Background: an optimization exercise with open tools, aiming at small area. Do not read the settings as production practice. Function was checked by simulation only, so behaviour that the tests miss may differ from the original. Power is estimated from default activity; no workload was simulated.

$ cat flow/constraint.sdc
create_clock -name core_clock -period 7.0 [get_ports {clk_in}]
set_input_delay 1.4000 -clock core_clock [delete_from_list [all_inputs] [get_ports {clk_in}]]
set_output_delay 1.4000 -clock core_clock [all_outputs]
set_load 0.01 [all_outputs]
$ cat flow/run.sh
#!/bin/bash
# synth_recipe.tcl (not shown) runs the flow's synth.tcl, then flattens the netlist and writes it again
# the make line also repeats each setting of config.mk as NAME=value (left out here)
make -C /OpenROAD-flow-scripts/flow DESIGN_CONFIG=/design/flow/config.mk WORK_HOME=/design/flow/orfs CLKGATE_MAP_FILE= SYNTH_SCRIPT=/design/flow/synth_recipe.tcl finish
$ cat flow/config.mk
export PLATFORM = sky130hd
export DESIGN_NAME = rs_param_age
export DESIGN_NICKNAME = rs_param_age
export VERILOG_FILES = /design/flow/design.v
export SDC_FILE = /design/flow/constraint.sdc
export NUM_CORES = 4
export LEC_CHECK = 0
export CAP_MARGIN = 20
export CORE_MARGIN = 2
export CORE_UTILIZATION = 40
export CTS_BUF_LIST = sky130_fd_sc_hd__clkbuf_8
export CTS_CLUSTER_DIAMETER = 50
export CTS_CLUSTER_SIZE = 14
export PLACE_DENSITY = 0.45
export SLEW_MARGIN = 20
export SYNTH_HIERARCHICAL = 1
export SYNTH_MINIMUM_KEEP_SIZE = 0
$ cat flow/design.v
module rs_param_age #(
    parameter int DEPTH   = 16,
    parameter int DATA_W  = 32,
    parameter int ROB_W   = 4,
    parameter int TYPE_W  = 6,
    parameter int NUM_CDB = 2
) (
    input  logic                      clk_in,
    input  logic                      rst_n_in,
    input  logic                      rdy_in,
    input  logic                      flush_in,
    output logic                      full_out,
    input  logic                      disp_valid,
    input  logic [TYPE_W-1:0]         disp_type,
    input  logic [DATA_W-1:0]         disp_pc,
    input  logic [DATA_W-1:0]         disp_imm,
    input  logic [ROB_W-1:0]          disp_rob,
    input  logic                      disp_rdy_j,
    input  logic                      disp_rdy_k,
    input  logic [DATA_W-1:0]         disp_v_j,
    input  logic [DATA_W-1:0]         disp_v_k,
    input  logic [ROB_W-1:0]          disp_q_j,
    input  logic [ROB_W-1:0]          disp_q_k,
    input  logic                      issue_stall,
    output logic                      issue_valid,
    output logic [TYPE_W-1:0]         issue_type,
    output logic [DATA_W-1:0]         issue_pc,
    output logic [DATA_W-1:0]         issue_imm,
    output logic [DATA_W-1:0]         issue_rs1,
    output logic [DATA_W-1:0]         issue_rs2,
    output logic [ROB_W-1:0]          issue_rob,
    input  logic [NUM_CDB-1:0]        cdb_valid,
    input  logic [NUM_CDB*ROB_W-1:0]  cdb_rob,
    input  logic [NUM_CDB*DATA_W-1:0] cdb_value
);
    localparam int PW = TYPE_W + 2*DATA_W + ROB_W;    
    logic [DEPTH-1:0]  busy_r;
    logic [DEPTH-1:0]  rdy_j_r;
    logic [DEPTH-1:0]  rdy_k_r;
    logic [PW-1:0]     pay_r [DEPTH];
    logic [DATA_W-1:0] v_j_r [DEPTH];    
    logic [DATA_W-1:0] v_k_r [DEPTH];
    logic [DEPTH-1:0]  age_r [DEPTH];
    logic              issue_valid_r;
    logic [PW-1:0]     issue_pay_r;
    logic [DATA_W-1:0] issue_rs1_r;
    logic [DATA_W-1:0] issue_rs2_r;
    logic [NUM_CDB-1:0] dh_j, dh_k;
    logic [DATA_W-1:0]  dv_j, dv_k;
    logic               dr_j, dr_k;
    logic               dd_j, dd_k, d0_j, d0_k, d1_j, d1_k;
    always_comb begin
        for (int c = 0; c < NUM_CDB; c++) begin
            dh_j[c] = cdb_valid[c] && (cdb_rob[c*ROB_W +: ROB_W] == disp_q_j);
            dh_k[c] = cdb_valid[c] && (cdb_rob[c*ROB_W +: ROB_W] == disp_q_k);
        end
        d0_j = !disp_rdy_j && dh_j[0];
        d1_j = !disp_rdy_j && !dh_j[0] && dh_j[1];
        dd_j = !d0_j && !d1_j;
        d0_k = !disp_rdy_k && dh_k[0];
        d1_k = !disp_rdy_k && !dh_k[0] && dh_k[1];
        dd_k = !d0_k && !d1_k;
        dv_j = disp_v_j;
        dv_k = disp_v_k;
        if (!disp_rdy_j) dv_j[ROB_W-1:0] = disp_q_j;
        if (!disp_rdy_k) dv_k[ROB_W-1:0] = disp_q_k;
        dr_j = disp_rdy_j | (|dh_j);
        dr_k = disp_rdy_k | (|dh_k);
    end
    logic [DEPTH-1:0] ready_s, blocked_s, sel_oh_s, free_oh_s;
    logic             any_ready_s, issue_ld_s, issue_go_s, acc_s;
    always_comb begin
        ready_s = busy_r & rdy_j_r & rdy_k_r;
        for (int i = 0; i < DEPTH; i++) begin
            blocked_s[i] = 1'b0;
            for (int j = 0; j < DEPTH; j++) begin
                if (j < i) blocked_s[i] = blocked_s[i] | (ready_s[j] &  age_r[j][i]);
                if (j > i) blocked_s[i] = blocked_s[i] | (ready_s[j] & ~age_r[i][j]);
            end
        end
        sel_oh_s = ready_s & ~blocked_s;
        any_ready_s = |ready_s;
        for (int i = 0; i < DEPTH; i++) begin
            free_oh_s[i] = !busy_r[i];
            for (int j = 0; j < i; j++) free_oh_s[i] = free_oh_s[i] & busy_r[j];
        end
    end
    assign full_out   = &busy_r;
    assign issue_ld_s = rdy_in && (!issue_stall || !issue_valid_r);
    assign issue_go_s = issue_ld_s && !flush_in;
    assign acc_s      = rdy_in && !flush_in && disp_valid;
    always_ff @(posedge clk_in or negedge rst_n_in) begin
        if (!rst_n_in) begin
            busy_r <= '0;
        end else if (flush_in) begin
            busy_r <= '0;
        end else if (rdy_in) begin
            busy_r <= (busy_r & ~(issue_go_s ? sel_oh_s : '0)) | (disp_valid ? free_oh_s : '0);
        end
    end
    logic [DEPTH-1:0] wk_s;
    logic [DEPTH-1:0] j0_s, j1_s, jh_s, k0_s, k1_s, kh_s;
    logic [DEPTH-1:0] jd_s, jc0_s, jc1_s, kd_s, kc0_s, kc1_s;
    always_comb begin
        for (int i = 0; i < DEPTH; i++) begin
            wk_s[i] = busy_r[i] && rdy_in && !flush_in;
            j0_s[i] = wk_s[i] && !rdy_j_r[i] && cdb_valid[0] &&
                      (cdb_rob[0 +: ROB_W] == v_j_r[i][ROB_W-1:0]);
            j1_s[i] = wk_s[i] && !rdy_j_r[i] && !j0_s[i] && cdb_valid[1] &&
                      (cdb_rob[ROB_W +: ROB_W] == v_j_r[i][ROB_W-1:0]);
            k0_s[i] = wk_s[i] && !rdy_k_r[i] && cdb_valid[0] &&
                      (cdb_rob[0 +: ROB_W] == v_k_r[i][ROB_W-1:0]);
            k1_s[i] = wk_s[i] && !rdy_k_r[i] && !k0_s[i] && cdb_valid[1] &&
                      (cdb_rob[ROB_W +: ROB_W] == v_k_r[i][ROB_W-1:0]);
            jh_s[i] = busy_r[i] && !j0_s[i] && !j1_s[i];
            kh_s[i] = busy_r[i] && !k0_s[i] && !k1_s[i];
            jd_s[i]  = !busy_r[i] && dd_j;
            jc0_s[i] = j0_s[i] || (!busy_r[i] && d0_j);
            jc1_s[i] = j1_s[i] || (!busy_r[i] && d1_j);
            kd_s[i]  = !busy_r[i] && dd_k;
            kc0_s[i] = k0_s[i] || (!busy_r[i] && d0_k);
            kc1_s[i] = k1_s[i] || (!busy_r[i] && d1_k);
        end
    end
    logic [DATA_W-1:0] vj_d_s [DEPTH];
    logic [DATA_W-1:0] vk_d_s [DEPTH];
    logic [DATA_W-1:0] vj_n_s [DEPTH];
    logic [DATA_W-1:0] vk_n_s [DEPTH];
    for (genvar gi = 0; gi < DEPTH; gi++) begin : g_vw
        for (genvar gb = 0; gb < DATA_W; gb++) begin : g_b
            rs_aoi222 u_j (.a0(dv_j[gb]), .b0(jd_s[gi]),
                           .a1(cdb_value[gb]), .b1(jc0_s[gi]),
                           .a2(cdb_value[DATA_W+gb]), .b2(jc1_s[gi]),
                           .y(vj_n_s[gi][gb]));
            rs_aoi222 u_k (.a0(dv_k[gb]), .b0(kd_s[gi]),
                           .a1(cdb_value[gb]), .b1(kc0_s[gi]),
                           .a2(cdb_value[DATA_W+gb]), .b2(kc1_s[gi]),
                           .y(vk_n_s[gi][gb]));
            logic jq_n, kq_n;
            rs_nand2 u_jq (.a(v_j_r[gi][gb]), .b(jh_s[gi]), .y(jq_n));
            rs_nand2 u_kq (.a(v_k_r[gi][gb]), .b(kh_s[gi]), .y(kq_n));
            rs_nand2 u_jd (.a(vj_n_s[gi][gb]), .b(jq_n), .y(vj_d_s[gi][gb]));
            rs_nand2 u_kd (.a(vk_n_s[gi][gb]), .b(kq_n), .y(vk_d_s[gi][gb]));
        end
    end
    logic [PW-1:0] pay_d_s [DEPTH];
    logic [PW-1:0] disp_pay_s;
    assign disp_pay_s = {disp_type, disp_pc, disp_imm, disp_rob};
    for (genvar gi = 0; gi < DEPTH; gi++) begin : g_pw
        for (genvar gb = 0; gb < PW; gb++) begin : g_b
            rs_a22o u_p (.a0(disp_pay_s[gb]), .b0(free_oh_s[gi]),
                         .a1(pay_r[gi][gb]), .b1(busy_r[gi]),
                         .y(pay_d_s[gi][gb]));
        end
    end
    always_ff @(posedge clk_in) begin
        for (int i = 0; i < DEPTH; i++) begin
            pay_r[i] <= pay_d_s[i];
            if (!busy_r[i]) begin
                rdy_j_r[i] <= dr_j;
                rdy_k_r[i] <= dr_k;
            end else begin
                if (j0_s[i] || j1_s[i]) rdy_j_r[i] <= 1'b1;
                if (k0_s[i] || k1_s[i]) rdy_k_r[i] <= 1'b1;
            end
            v_j_r[i] <= vj_d_s[i];
            v_k_r[i] <= vk_d_s[i];
        end
    end
    always_ff @(posedge clk_in) begin
        for (int i = 0; i < DEPTH; i++) begin
            for (int j = i + 1; j < DEPTH; j++) begin
                if (free_oh_s[j])      age_r[i][j] <= 1'b1;
                else if (free_oh_s[i]) age_r[i][j] <= 1'b0;
            end
        end
    end
    logic [PW+2*DATA_W-1:0] rd_pay_s;
    logic [DEPTH-1:0] rd_oh_s;
    logic             hold_s;
    assign rd_oh_s = issue_ld_s ? sel_oh_s : '0;
    assign hold_s  = !issue_ld_s;
    localparam int RW = PW + 2*DATA_W;
    logic [RW-1:0] rd_src_s [DEPTH+1];
    logic [RW-1:0] rd_q_s;
    logic [RW-1:0] rd_y_s [6];
    logic [DEPTH:0] rd_en_s;
    assign rd_q_s = {issue_pay_r, issue_rs1_r, issue_rs2_r};
    always_comb begin
        for (int i = 0; i < DEPTH; i++) rd_src_s[i] = {pay_r[i], v_j_r[i], v_k_r[i]};
        rd_src_s[DEPTH] = rd_q_s;
    end
    assign rd_en_s = {hold_s, rd_oh_s};
    for (genvar gb = 0; gb < RW; gb++) begin : g_rd
        for (genvar gg = 0; gg < 5; gg++) begin : g_g
            rs_aoi222 u_a (.a0(rd_src_s[3*gg][gb]),   .b0(rd_en_s[3*gg]),
                           .a1(rd_src_s[3*gg+1][gb]), .b1(rd_en_s[3*gg+1]),
                           .a2(rd_src_s[3*gg+2][gb]), .b2(rd_en_s[3*gg+2]),
                           .y(rd_y_s[gg][gb]));
        end
        rs_aoi22 u_b (.a0(rd_src_s[15][gb]), .b0(rd_en_s[15]),
                      .a1(rd_src_s[16][gb]), .b1(rd_en_s[16]),
                      .y(rd_y_s[5][gb]));
    end
    logic [RW-1:0] rd_a_s;
    for (genvar gb = 0; gb < RW; gb++) begin : g_rc
        rs_and3  u_c (.a(rd_y_s[0][gb]), .b(rd_y_s[1][gb]), .c(rd_y_s[2][gb]), .y(rd_a_s[gb]));
        rs_nand4 u_d (.a(rd_a_s[gb]), .b(rd_y_s[3][gb]), .c(rd_y_s[4][gb]), .d(rd_y_s[5][gb]),
                      .y(rd_pay_s[gb]));
    end
    always_ff @(posedge clk_in or negedge rst_n_in) begin
        if (!rst_n_in) begin
            issue_valid_r <= 1'b0;
        end else if (flush_in) begin
            issue_valid_r <= 1'b0;
        end else if (issue_ld_s) begin
            issue_valid_r <= any_ready_s;
        end
    end
    always_ff @(posedge clk_in) begin
        {issue_pay_r, issue_rs1_r, issue_rs2_r} <= rd_pay_s;
    end
    assign issue_valid = issue_valid_r;
    assign {issue_type, issue_pc, issue_imm, issue_rob} = issue_pay_r;
    assign issue_rs1   = issue_rs1_r;
    assign issue_rs2   = issue_rs2_r;
endmodule
module rs_aoi222 (
    input  logic a0, b0, a1, b1, a2, b2,
    output logic y
);
    assign y = !((a0 && b0) || (a1 && b1) || (a2 && b2));
endmodule
module rs_aoi22 (
    input  logic a0, b0, a1, b1,
    output logic y
);
    assign y = !((a0 && b0) || (a1 && b1));
endmodule
module rs_a22o (
    input  logic a0, b0, a1, b1,
    output logic y
);
    assign y = (a0 && b0) || (a1 && b1);
endmodule
module rs_nand2 (
    input  logic a, b,
    output logic y
);
    assign y = !(a && b);
endmodule
module rs_and3 (
    input  logic a, b, c,
    output logic y
);
    assign y = a && b && c;
endmodule
module rs_nand4 (
    input  logic a, b, c, d,
    output logic y
);
    assign y = !(a && b && c && d);
endmodule
==> results.toml, run 1 <==
[critical_path]
critPathLaunchType = "flip-flop"
worst-endpoint-arrival_ns = 4.05
worstPathCellList = "buf_4, and4_1, nand3_1, nor2_1, and3_1, clkdlybuf4s50_1"
cp_data_required_time_ns = 5.60
critPathMaxFanout = 33
crit_slowest_cell = "dfrtp_4"
worstRegToRegCells = 8
timing.rr.end = "issue_rs1_r[0]"
worst-setup-path-type = "reg -> out"
critPathMaxStageDelay_ns = 0.64
endpoint_kind = "output pin"
reg2reg_from = "busy_r[15]"
ff2ff_setup_slack_ns = 2.07

[logic_synthesis]
ys_ff_latch = 2515
yosysUniqueCellTypes = 63
yosys.area_share.xor_xnor_pct = 2.43
async_reset_ff_share_pct = 0.676
synth_top_area_share_pct = 50.4
ys.warnings.count = 23
synth_nets = 9497
synth_fa_ha_area_share_pct = 0
synthTopCellsByArea = "dfxtp_1 50%, a222oi_1 18%, a22o_1 11%"
synth_simple_gate_area_share_pct = 13.1
synth_compound_area_share_pct = 31.2
avgSynthCellArea_um2 = 10.6
syn_area_mm2 = 0.0979
yosysTopAreaCell = "dfxtp_1"
netlist_instances = 9269
synth_edf_count = 32
ys_seq_area_share_pct = 51.8
synth_mux_area_share_pct = 0.664
synth_top_family_by_area = "compound AO/OA/AOI/OAI gates"
ys.flop_type = "dfxtp_1"

[route]
wirelength_mm = 499
drc = 0
vias = 98100
first_pass_iters = 15
first_iter_violations = 19900
wl_per_cell_um = 36.9
via_per_inst = 7.24
ant_nets = 0

[run]
drv_cap = 0

[pwr]
finalPower_mw = 29.8
combPwrFrac_pct = 7.9
seq_power_share_pct = 51.7
power.density_mw_per_mm2 = 258
clkPwrFrac_pct = 40.4
swShare_pct = 27.4
p_leak_nw = 42.8
internal_power_mw = 21.7
netSwitchingPower_mw = 8.15
ir_worst_vdd_v = 0.000185

[timing]
period_needed_ns = 5.45
finalSetupViolations = 0
maxSlewHeadroom_pct = 16.9
fin_skew_ns = 0.0678
fin_crit_sh_pct = 77.9
hold_viol = 0
holdWs_ns = 0.448
fmax_ghz = 0.183
worst_pin_slew_ns = 1.24
drv_slew = 0
rsz0062_at_grt = "false"

[global_route]
grt_pass1_wl_mm = 704
grtUsageMet2_pct = 59.9
grt_pass1_vias = 95800
globalRouteMet1Util_pct = 47.5
use_met3_pct = 9.47
grt_antenna_before_repair = 25
grtUsageTotal_pct = 38.0
grt_max_degree = 91
overflow = 0
gr-max-usage-layer = "met2"

[layout]
fill_cells = 22600
multi_input_area_mm2 = 0.0475
seq_area_mm2 = 0.0508
drive_above_1_share_pct = 11.1
mostFrequentLayoutCells = "2466 x dfxtp_1, 2274 x nand2_1, 1714 x a222oi_1"
final_common_cell = "dfxtp_1"
nets = 10300
area_growth_pct = 18.1

[worst_hold_path]
hp-start = "v_j_r[9][10]"
min_path_cells = 2
hp-class = "reg -> reg"
hold_end = "v_j_r[9][10]"

[floorplan]
initial_core_util_pct = 40.3
coreArea_mm2 = 0.243
num_io_pins = 368
die_x_um = 499
die-area_mm2 = 0.249
row_count = 181
chipHeight_um = 499

[cts]
cts_resized = 0
ctsHoldBuffers = 0
clkLatencyLatePin_ns = 1.11
htreeDepth = 5
numCtsBuffers = 313
cts_setup_buffers = 0
clk_path_buf_depth = 4
path_clk_slew_ns = 0.09
cts.sink_count = 2515
cts_tree = "done"
cts-root-buf = "clkbuf_8"

[run_status]
outcome = "no timing/DRC/antenna violations"

[place]
dp_hpwl_mm = 272
portBuffers = 367
gp_congestion = 0.932
==> synth_stat cells, drive strengths merged (4+ instances only) <==
library cell  instances
o22a                  4
o2bb2ai               9
buf                  54
o2111ai               5
dfrtp                17
a22o               1191
mux2                  8
o221ai                4
a31oi                 4
clkbuf               73
o22ai                30
xnor2                76
nand2b               60
and3                188
a21o                 14
nor2                165
o211ai                6
or2                   4
o21ai                23
nand4b               11
edfxtp               32
or4                   4
nand3                23
mux2i                56
a21oi                26
and4                  6
a211oi               14
nand2              2274
and2                 17
a221oi                9
nor3                  7
nor4                 18
a222oi             1714
nand3b                5
a22oi               164
xor2                196
inv                  53
nand4               214
dfxtp              2466
==> worst max-delay path by stage <==
stage,startpoint,endpoint,slack (ns),cells past startpoint
after global placement,flush_in,v_j_r[1][3],1.31,9
after detailed placement,flush_in,v_j_r[1][3],1.25,9
after CTS,busy_r[2],full_out,1.51,6
after global routing,busy_r[2],full_out,1.43,6
final,busy_r[2],full_out,1.55,6
after floorplan,rdy_in,issue_pay_r[0],-7.47,6
==> worst max-delay path, delay by kind of cell, from the launching register on <==
| kind | cells | cell delay, ns |
|---|---|---|
| buffers and inverters | 2 | 1.18 |
| AND/OR/NAND/NOR | 4 | 1.08 |
| flip-flops | 1 | 0.64 |
==> Yosys stat by module, one instance, submodules excluded <==
module | cells | copies in the design | flops+latches | cell area [um^2]
rs_aoi22 | 1 | 138 | 0 | 12.5
rs_aoi222 | 1 | 1714 | 0 | 10.0
rs_nand4 | 1 | 138 | 0 | 6.26
rs_a22o | 1 | 1184 | 0 | 8.76
rs_nand2 | 1 | 2048 | 0 | 3.75
rs_and3 | 1 | 138 | 0 | 6.26
rs_param_age | 3909 | 1 | 2515 | 59300
==> per-stage QoR <==
step | area, um^2 | cells | setup WS [ns] | utilization (%) | setup TNS, ns
after CTS | 116000 | 13500 | 1.51 | 47.5 | 0
after detailed placement | 109000 | 13000 | 1.25 | 44.7 | 0
after floorplan | 97900 | 9269 | -7.47 | - | -1031.45
after global placement | 109000 | 13000 | 1.31 | 44.7 | 0
after global routing | 116000 | 13500 | 1.43 | 47.5 | 0
final | 116000 | 13500 | 1.55 | 47.5 | 0
==> routing by layer <==
metal | part of all wire (%) | routed length, um | up-vias
met5 | 0.028 | 141 | -
met4 | 5.9 | 29300 | 24
met3 | 11 | 56900 | 1507
met2 | 45 | 223000 | 7273
met1 | 38 | 190000 | 48900
li1 | - | - | 40400
==> final cells by class <==
type,instances,share of cell area [%]
flip-flops and latches,2515,43.9
multi-input cells,6572,41.1
repair buffers,658,5.40
clock buffers,350,4.17
well taps,3202,3.47
clock inverters,183,1.69
inverters,55,0.218
diodes,10,0.0216
==> cells by family (layout without fill, tap and decap cells) <==
| family | after synthesis | count (layout) |
|---|---|---|
| flops | 2515 | 2515 |
| compound gates | 3226 | 3226 |
| other cells | 0 | 10 |
| simple gates | 3010 | 3010 |
| xor+xnor | 272 | 272 |
| mux | 64 | 64 |
| buf+inv | 182 | 1246 |
==> flip-flops by register name, summed over array words and instances, names as in the netlist <==
| name | count |
|---|---|
| age_r | 120 |
| busy_r | 16 |
| issue_pay_r | 74 |
| issue_rs1_r | 32 |
| issue_rs2_r | 32 |
| issue_valid_r | 1 |
| pay_r | 1184 |
| rdy_j_r | 16 |
| rdy_k_r | 16 |
| v_j_r | 512 |
| v_k_r | 512 |
==> power by group through the flow <==
| stage | combinational, mW | sequential [mW] | clock [mW] |
|---|---|---|---|
| floorplan | 1.12 | 15.6 | 0 |
| global placement | 2.22 | 15.7 | 0 |
| detailed placement | 2.26 | 15.7 | 0 |
| CTS | 2.27 | 15.4 | 12.2 |
| global route | 2.45 | 15.5 | 12.7 |
| finish | 2.35 | 15.4 | 12.0 |
==> inputs of run 2 (changes only) <==
==> flow/flow/run.sh (new file) <==
#!/bin/bash
# Standard synthesis unchanged, then the standard ORFS layout with these
# changes: combinational cells are set back to drive 1 after floorplan (the
# placement repair resizes where needed), port buffers are buf_1 instead of
# clkdlybuf4s50_1, CTS inserts no dummy loads, and power recovery downsizes
# non-critical cells after global routing.
set -euo pipefail
bash standard.sh synth > synth.log 2>&1
CTS="-sink_clustering_enable -repair_clock_nets -sink_clustering_size 14 -sink_clustering_max_diameter 50 -buf_list sky130_fd_sc_hd__clkbuf_8 -dont_use_dummy_load"
bash standard.sh "POST_FLOORPLAN_TCL=$PWD/flow/downsize.tcl" \
    "BUFFER_PORTS_ARGS=-buffer_cell sky130_fd_sc_hd__buf_1" \
    "CTS_ARGS=$CTS" RECOVER_POWER=100 finish > layout.log 2>&1
==> flow/flow/downsize.tcl (new file) <==
# Set every combinational cell that synthesis gave more than the minimum drive
# back to drive 1; the placement-stage repair resizes or buffers again where
# slew, capacitance or timing need it. Registers keep their cells.
set n_down 0
foreach inst [[ord::get_db_block] getInsts] {
  set m [[$inst getMaster] getName]
  if {![regexp {^(sky130_fd_sc_hd__[a-z0-9]+)_([0-9]+)$} $m -> base d]} { continue }
  if {$d <= 1} { continue }
  if {[regexp {__(df|edf|sdf|dl|clk|tap|fill|decap|diode|conb)} $base]} { continue }
  set new "${base}_1"
  if {[[ord::get_db] findMaster $new] eq "NULL"} { continue }
  replace_cell [$inst getName] $new
  incr n_down
}
puts "downsize: $n_down cells set to drive 1"
==> flow/standard.sh (new file) <==
#!/bin/bash
# synth_recipe.tcl (not shown) runs the flow's synth.tcl, then flattens the netlist and writes it again
# the make line also repeats each setting of config.mk as NAME=value (left out here)
make -C /OpenROAD-flow-scripts/flow DESIGN_CONFIG=/design/flow/config.mk WORK_HOME=/design/flow/orfs CLKGATE_MAP_FILE= SYNTH_SCRIPT=/design/flow/synth_recipe.tcl "${@:-finish}"
removed: flow/run.sh
==> results.toml, run 2 <==
[route]
vias = 97700
wl_per_cell_um = 37.7
wirelength_mm = 502
first_pass_iters = 17
ant_nets = 0
drc = 0
first_iter_violations = 20300
via_per_inst = 7.34

[cts]
cts-root-buf = "clkbuf_8"
ctsHoldBuffers = 0
cts.sink_count = 2515
clkLatencyLatePin_ns = 1.10
path_clk_slew_ns = 0.08
cts_tree = "done"
numCtsBuffers = 321
htreeDepth = 5
cts_resized = 0
clk_path_buf_depth = 4
cts_setup_buffers = 0

[global_route]
grtUsageTotal_pct = 38.3
grt_pass1_vias = 94200
grt_pass1_wl_mm = 706
grt_max_degree = 101
grt_antenna_before_repair = 39
overflow = 0

[logic_synthesis]
avgSynthCellArea_um2 = 10.6
async_reset_ff_share_pct = 0.676
synth_top_area_share_pct = 50.4
synth_common_cells = "2466 x dfxtp_1, 2274 x nand2_1, 1714 x a222oi_1"
synth_edf_count = 32
ys.warnings.count = 23
ys_ff_latch = 2515
netlist_instances = 9269
synthTopCellsByArea = "dfxtp_1 50%, a222oi_1 18%, a22o_1 11%"
synth.most_common_cell = "dfxtp_1"
yosysUniqueCellTypes = 63
syn_area_mm2 = 0.0979
yosysTopAreaCell = "dfxtp_1"
ys.flop_type = "dfxtp_1"
synth_nets = 9497
ys_seq_area_share_pct = 51.8

[timing]
worst_pin_slew_ns = 3.46
fin_crit_sh_pct = 94.8
maxSlewHeadroom_pct = -130
fin_setup_tns_ns = 0
finalSetupViolations = 0
rsz0062_at_grt = "false"
period_needed_ns = 6.63
fmax_ghz = 0.151
hold_viol = 0
fin_skew_ns = 0.137
drv_slew = 1851

[layout]
final_common_cell = "dfxtp_1"
area_growth_pct = 12.1
drive_above_1_share_pct = 7.29
largest_register_ffs = 1184
largest_registers = "pay_r x1184, v_j_r x512, v_k_r x512"
fill_cells = 23100
fin_util_pct = 45.1
nets = 10300
top_register = "pay_r"
mostFrequentLayoutCells = "2466 x dfxtp_1, 2274 x nand2_1, 1714 x a222oi_1"

[worst_hold_path]
hp-class = "in -> async"

[run]
drv_cap = 60

[floorplan]
die_x_um = 499
die-area_mm2 = 0.249
row_count = 181
num_io_pins = 368
initial_core_util_pct = 40.3
coreArea_mm2 = 0.243
chipHeight_um = 499

[critical_path]
worst-setup-path-type = "reg -> reg"
timing.rr.end = "issue_rs2_r[4]"
critPathMaxFanout = 60
cp_data_required_time_ns = 7.99
reg2reg_from = "busy_r[1]"
critPathLaunchType = "flip-flop"
worst-endpoint-arrival_ns = 7.63
endpoint_kind = "flip-flop"
ff2ff_setup_slack_ns = 0.37
worstRegToRegCells = 9

[pwr]
power.density_mw_per_mm2 = 246
finalPower_mw = 27.0
ir_worst_vdd_v = 0.000172
p_leak_nw = 40.5

[place]
gp_congestion = 0.928
portBuffers = 367
dp_hpwl_mm = 273

[run_status]
failed_checks = "max-capacitance violations, max-slew violations"
outcome = "complete, but fails checks"
[run 2: cell types whose count changed in the layout (fill, tap and decap cells not counted), sizes merged]
cell,previous run,this run
diode,10,38
clkdlybuf4s50,359,0
inv,116,48
buf,299,477
clkbuf,350,450
clkinv,58,1
clkinvlp,36,6
bufinv,28,0
[run 2: worst max path at each step]
stage,startpoint,end,slack [ns],cells past startpoint
final,busy_r[1],issue_rs2_r[4],0.37,9
after global routing,busy_r[1],pay_r[10][37],0.52,7
after CTS,busy_r[13],full_out,1.15,6
after detailed placement,flush_in,v_k_r[14][24],1.82,10
after global placement,cdb_rob[6],v_j_r[13][27],1.82,11
after floorplan,rdy_in,issue_pay_r[0],-7.47,6
[run 2: power breakdown]
part	total [mW]	internal [mW]	leakage, nW	switching [mW]
sequential	15.4	15.0	20.8	0.464
clock	9.42	4.07	2.31	5.35
combinational	2.19	0.757	17.3	1.43
[run 2: logic make-up (layout without fill, tap and decap cells)]
| family | after synthesis | count (layout) | share of synthesized area [%] |
|---|---|---|---|
| AOI/OAI and AO/OA | 3226 | 3226 | 31.2 |
| other | 0 | 38 | 0 |
| buffers and inverters | 182 | 982 | 0.777 |
| xor gates and xnor gates | 272 | 272 | 2.43 |
| and+or+nand+nor | 3010 | 3010 | 13.1 |
| DFF | 2515 | 2515 | 51.8 |
| muxes | 64 | 64 | 0.664 |
[run 2: layout make-up]
type,count,area (um^2),share of cell area (%)
sequential,2515,50800,46.3
multi-input combinational,6572,46700,42.5
clock buffer,321,4420,4.02
tap,3202,4010,3.65
timing repair buffer,606,3540,3.22
inverter,55,246,0.225
antenna,38,95.1,0.0866
[run 2: per-module statistics from Yosys, one instance, submodules excluded, a selection]
module        flops+latches  cell area, um^2  cells inside  copies in the design
rs_and3                   0             6.26             1                   138
rs_nand2                  0             3.75             1                  2048
rs_nand4                  0             6.26             1                   138
rs_aoi222                 0             10.0             1                  1714
rs_aoi22                  0             12.5             1                   138
rs_param_age           2515            59300          3909                     1
[run 2: worst max-delay path, cell delays in order (launching register included)]
cell and delay [ns]:
dfrtp_1 1.79, and3_1 0.90, o21ai_0 0.19, nor4_1 0.55, nand2_1 0.28, nor2_4 0.16, clkbuf_2 1.59, a222oi_1 0.47
and3_1 0.41, nand4_1 0.10
[run 2: per-layer routing]
metal | global-route usage [%] | vias up | share of wire, %
met2 | 59.7 | 7236 | 44
met1 | 48.3 | 48600 | 38
met4 | 21.9 | 20 | 6.2
met5 | 0 | - | 0.025
met3 | 9.28 | 1569 | 11
li1 | - | 40200 | -
[run 2: metrics by stage]
step           cell area, um^2  std cells  hold slack [ns]  setup WS [ns]
2_1_floorplan            97900       9269            0.418          -7.47
3_3_place_gp            105000      12900            0.427           1.82
3_5_place_dp            106000      12900            0.433           1.82
4_1_cts                 110000      13300            0.426           1.15
5_1_grt                 110000      13300            0.193          0.519
6_report                110000      13300            0.227          0.366
==> inputs of run 3 (changes only) <==
==> flow/flow/run.sh (replaced) <==
#!/bin/bash
# Standard synthesis unchanged, then the standard ORFS layout with these
# changes: combinational cells are set back to drive 1 after floorplan (the
# placement repair resizes where needed), port buffers are buf_1 instead of
# clkdlybuf4s50_1, and CTS inserts no dummy loads.
set -euo pipefail
bash standard.sh synth > synth.log 2>&1
CTS="-sink_clustering_enable -repair_clock_nets -sink_clustering_size 14 -sink_clustering_max_diameter 60 -buf_list sky130_fd_sc_hd__clkbuf_8 -dont_use_dummy_load"
bash standard.sh "POST_FLOORPLAN_TCL=$PWD/flow/downsize.tcl" \
    "BUFFER_PORTS_ARGS=-buffer_cell sky130_fd_sc_hd__buf_1" \
    "CTS_ARGS=$CTS" finish > layout.log 2>&1
--- a/flow/config.mk
+++ b/flow/config.mk
@@ -7,11 +7,11 @@
 export LEC_CHECK = 0
 export CAP_MARGIN = 20
 export CORE_MARGIN = 2
-export CORE_UTILIZATION = 40
+export CORE_UTILIZATION = 30
 export CTS_BUF_LIST = sky130_fd_sc_hd__clkbuf_8
-export CTS_CLUSTER_DIAMETER = 50
+export CTS_CLUSTER_DIAMETER = 60
 export CTS_CLUSTER_SIZE = 14
-export PLACE_DENSITY = 0.45
+export PLACE_DENSITY = 0.35
 export SLEW_MARGIN = 20
 export SYNTH_HIERARCHICAL = 1
 export SYNTH_MINIMUM_KEEP_SIZE = 0
==> results.toml, run 3 <==
[logic_synthesis]
synth_fa_ha_area_share_pct = 0
synth.most_common_cell = "dfxtp_1"
synthTopCellsByArea = "dfxtp_1 50%, a222oi_1 18%, a22o_1 11%"
ys.flop_type = "dfxtp_1"
ys.warnings.count = 23
avgSynthCellArea_um2 = 10.6
synth_common_cells = "2466 x dfxtp_1, 2274 x nand2_1, 1714 x a222oi_1"
netlist_instances = 9269
synth_compound_area_share_pct = 31.2
synth_mux_area_share_pct = 0.664
ys_seq_area_share_pct = 51.8
syn_area_mm2 = 0.0979
ys_ff_latch = 2515
synth_top_family_by_area = "compound AO/OA/AOI/OAI gates"
synth_top_area_share_pct = 50.4
yosysUniqueCellTypes = 63
synth_edf_count = 32
yosysTopAreaCell = "dfxtp_1"
synth_nets = 9497
synth_simple_gate_area_share_pct = 13.1
async_reset_ff_share_pct = 0.676
yosys.area_share.xor_xnor_pct = 2.43

[run_status]
outcome = "no timing/DRC/antenna violations"

[timing]
holdWs_ns = 0.279
rsz0062_at_grt = "false"
setup_slack_ns = 1.70
fin_skew_ns = 0.0996
fmax_ghz = 0.189
maxSlewHeadroom_pct = 18.3
finalSetupViolations = 0
fin_crit_sh_pct = 75.7
hold_viol = 0
drv_slew = 0
worst_pin_slew_ns = 1.23
period_needed_ns = 5.30

[floorplan]
coreArea_mm2 = 0.325
num_io_pins = 368
chipHeight_um = 575
row_count = 209
initial_core_util_pct = 30.2
die_x_um = 575
die-area_mm2 = 0.331

[cts]
clkLatencyLatePin_ns = 1.11
path_clk_slew_ns = 0.09
cts_setup_buffers = 0
cts-root-buf = "clkbuf_8"
numCtsBuffers = 287
cts_resized = 0
clk_path_buf_depth = 4
htreeDepth = 5
cts_tree = "done"
ctsHoldBuffers = 0
cts.sink_count = 2515

[worst_hold_path]
hp-class = "in -> async"

[critical_path]
endpoint_kind = "flip-flop"
worstRegToRegCells = 9
worst-setup-path-type = "reg -> reg"
critPathMaxStageDelay_ns = 1.00
crit_top_cell = "and3_1"
crit_family = "simple AND/OR/NAND/NOR gates"
critPathLaunchType = "flip-flop"
reg2reg_from = "busy_r[6]"
crit_slowest_cell = "dfrtp_4"
cp_num_buf_inv = 1
cp_data_required_time_ns = 7.99
critPathMaxFanout = 42
worstPathCellList = "and3_1, o21ai_0, nor4_1, and3_1, and2_4, buf_4, a222oi_1, and3_1, nand4_1"
ff2ff_setup_slack_ns = 1.70
timing.rr.end = "issue_pay_r[0]"
worst-endpoint-arrival_ns = 6.28
path_depth = 9

[layout]
fin_cells = 14400
fill_cells = 32600
final_common_cell = "dfxtp_1"
drive_above_1_share_pct = 8.37
mostFrequentLayoutCells = "2466 x dfxtp_1, 2274 x nand2_1, 1714 x a222oi_1"
area_growth_pct = 13.9
nets = 10300
top_register = "pay_r"
largest_registers = "pay_r x1184, v_j_r x512, v_k_r x512"
largest_register_ffs = 1184

[place]
placed_cells_incl_taps = 14100
gp_congestion = 0.869
dp_worst_setup_slack_ns = 1.74
dp_hpwl_mm = 324
portBuffers = 367

[route]
vias = 97900
drc = 0
wl_per_cell_um = 40.2
first_pass_iters = 15
via_per_inst = 6.78
first_iter_violations = 18900
wirelength_mm = 581
ant_nets = 0

[run]
drv_cap = 0

[pwr]
ir_worst_vdd_v = 0.000156
p_leak_nw = 40.8
power.density_mw_per_mm2 = 241
finalPower_mw = 26.9

[global_route]
grt_max_degree = 109
grtUsageTotal_pct = 33.4
overflow = 0
grt_antenna_before_repair = 50
grt_pass1_wl_mm = 793
grt_pass1_vias = 95000
run 3: cell counts after synthesis:
Identical to the previous run, type by type.
run 3: how the worst max path moves through the flow:
| stage | to | slack [ns] | start |
|---|---|---|---|
| after floorplan | issue_pay_r[0] | -7.47 | rdy_in |
| after global placement | v_k_r[15][0] | 1.69 | cdb_rob[7] |
| after detailed placement | v_k_r[15][0] | 1.74 | cdb_rob[7] |
| after CTS | full_out | 1.54 | busy_r[6] |
| after global routing | pay_r[13][7] | 1.51 | busy_r[4] |
| final | issue_pay_r[0] | 1.70 | busy_r[6] |
run 3: cell families (layout without fill, tap and decap cells):
logic type / count (synthesis) / in the layout
AOI/OAI and AO/OA: 3226 / 3226
xor gates and xnor gates: 272 / 272
and+or+nand+nor: 3010 / 3010
muxes: 64 / 64
other: 0 / 20
buffers and inverters: 182 / 1011
DFF: 2515 / 2515
run 3: metal layers:
metal | share of wire [%] | track usage, %
met1 | 40 | 42.8
met2 | 46 | 54.2
met3 | 8.8 | 6.15
met4 | 5.0 | 15.6
met5 | 0.029 | 0
run 3: final cells by class:
| type | instances | area, um^2 | share of cell area (%) |
|---|---|---|---|
| repair buffers | 669 | 4220 | 3.79 |
| multi-input cells | 6572 | 46900 | 42.0 |
| diodes | 20 | 50.0 | 0.0449 |
| well taps | 4325 | 5410 | 4.85 |
| clock buffers | 287 | 3950 | 3.54 |
| flip-flops and latches | 2515 | 50800 | 45.5 |
| inverters | 55 | 254 | 0.228 |
run 3: where the power goes:
part	switching [mW]	leakage (nW)	internal (mW)	total, mW
sequential	0.490	20.8	14.9	15.4
clock	5.54	2.06	3.65	9.19
combinational	1.51	17.9	0.765	2.27
total	7.54	40.8	19.4	26.9
run 3: modules after synthesis (local to each module, per instance):
module        flip-flops and latches  area [um^2]  cells inside  times used
rs_a22o                            0         8.76             1        1184
rs_and3                            0         6.26             1         138
rs_aoi22                           0         12.5             1         138
rs_aoi222                          0         10.0             1        1714
rs_nand2                           0         3.75             1        2048
rs_nand4                           0         6.26             1         138
rs_param_age                    2515        59300          3909           1
run 3: per-stage QoR:
stage / setup TNS, ns / util, % / area, um^2
after global routing: 0 / 34.4 / 112000
after floorplan: -1031.45 / - / 97900
after detailed placement: 0 / 33.1 / 108000
after global placement: 0 / 33.1 / 107000
final: 0 / 34.4 / 112000
after CTS: 0 / 34.4 / 111000

-- separate check: timing with driven ports --
The flow's constraints put no driver on any port. The routed layouts listed below were extracted and timed again, unchanged, in two steps. Step 1 (the two cells are an assumption about what drives the block):
set clk [get_ports {clk_in}]
set_driving_cell -lib_cell sky130_fd_sc_hd__clkbuf_16 $clk
set_driving_cell -lib_cell sky130_fd_sc_hd__buf_2 [delete_from_list [all_inputs] $clk]
Step 2 also shifts input and output timing later by t, the mid clock arrival at the registers, as if the neighbouring blocks saw the same clock. Slacks: ideal ports / drivers / drivers and shift; pairs: ideal ports / drivers.
run	t (ns)	slack for setup (ns)	hold WS [ns]	worst setup path at the end
run 1	1.171	1.550 / 1.453 / 0.891	0.448 / 0.448 / 0.448	input to register
run 2	1.141	0.366 / 0.366 / -0.710	0.227 / 0.250 / 0.445	input to register
run 3	1.165	1.702 / 1.614 / 1.528	0.279 / 0.262 / 0.444	input to register
For run 2, which loses most, drivers alone change the setup slack by 0.000 ns; drivers and shift together by -1.076 ns.
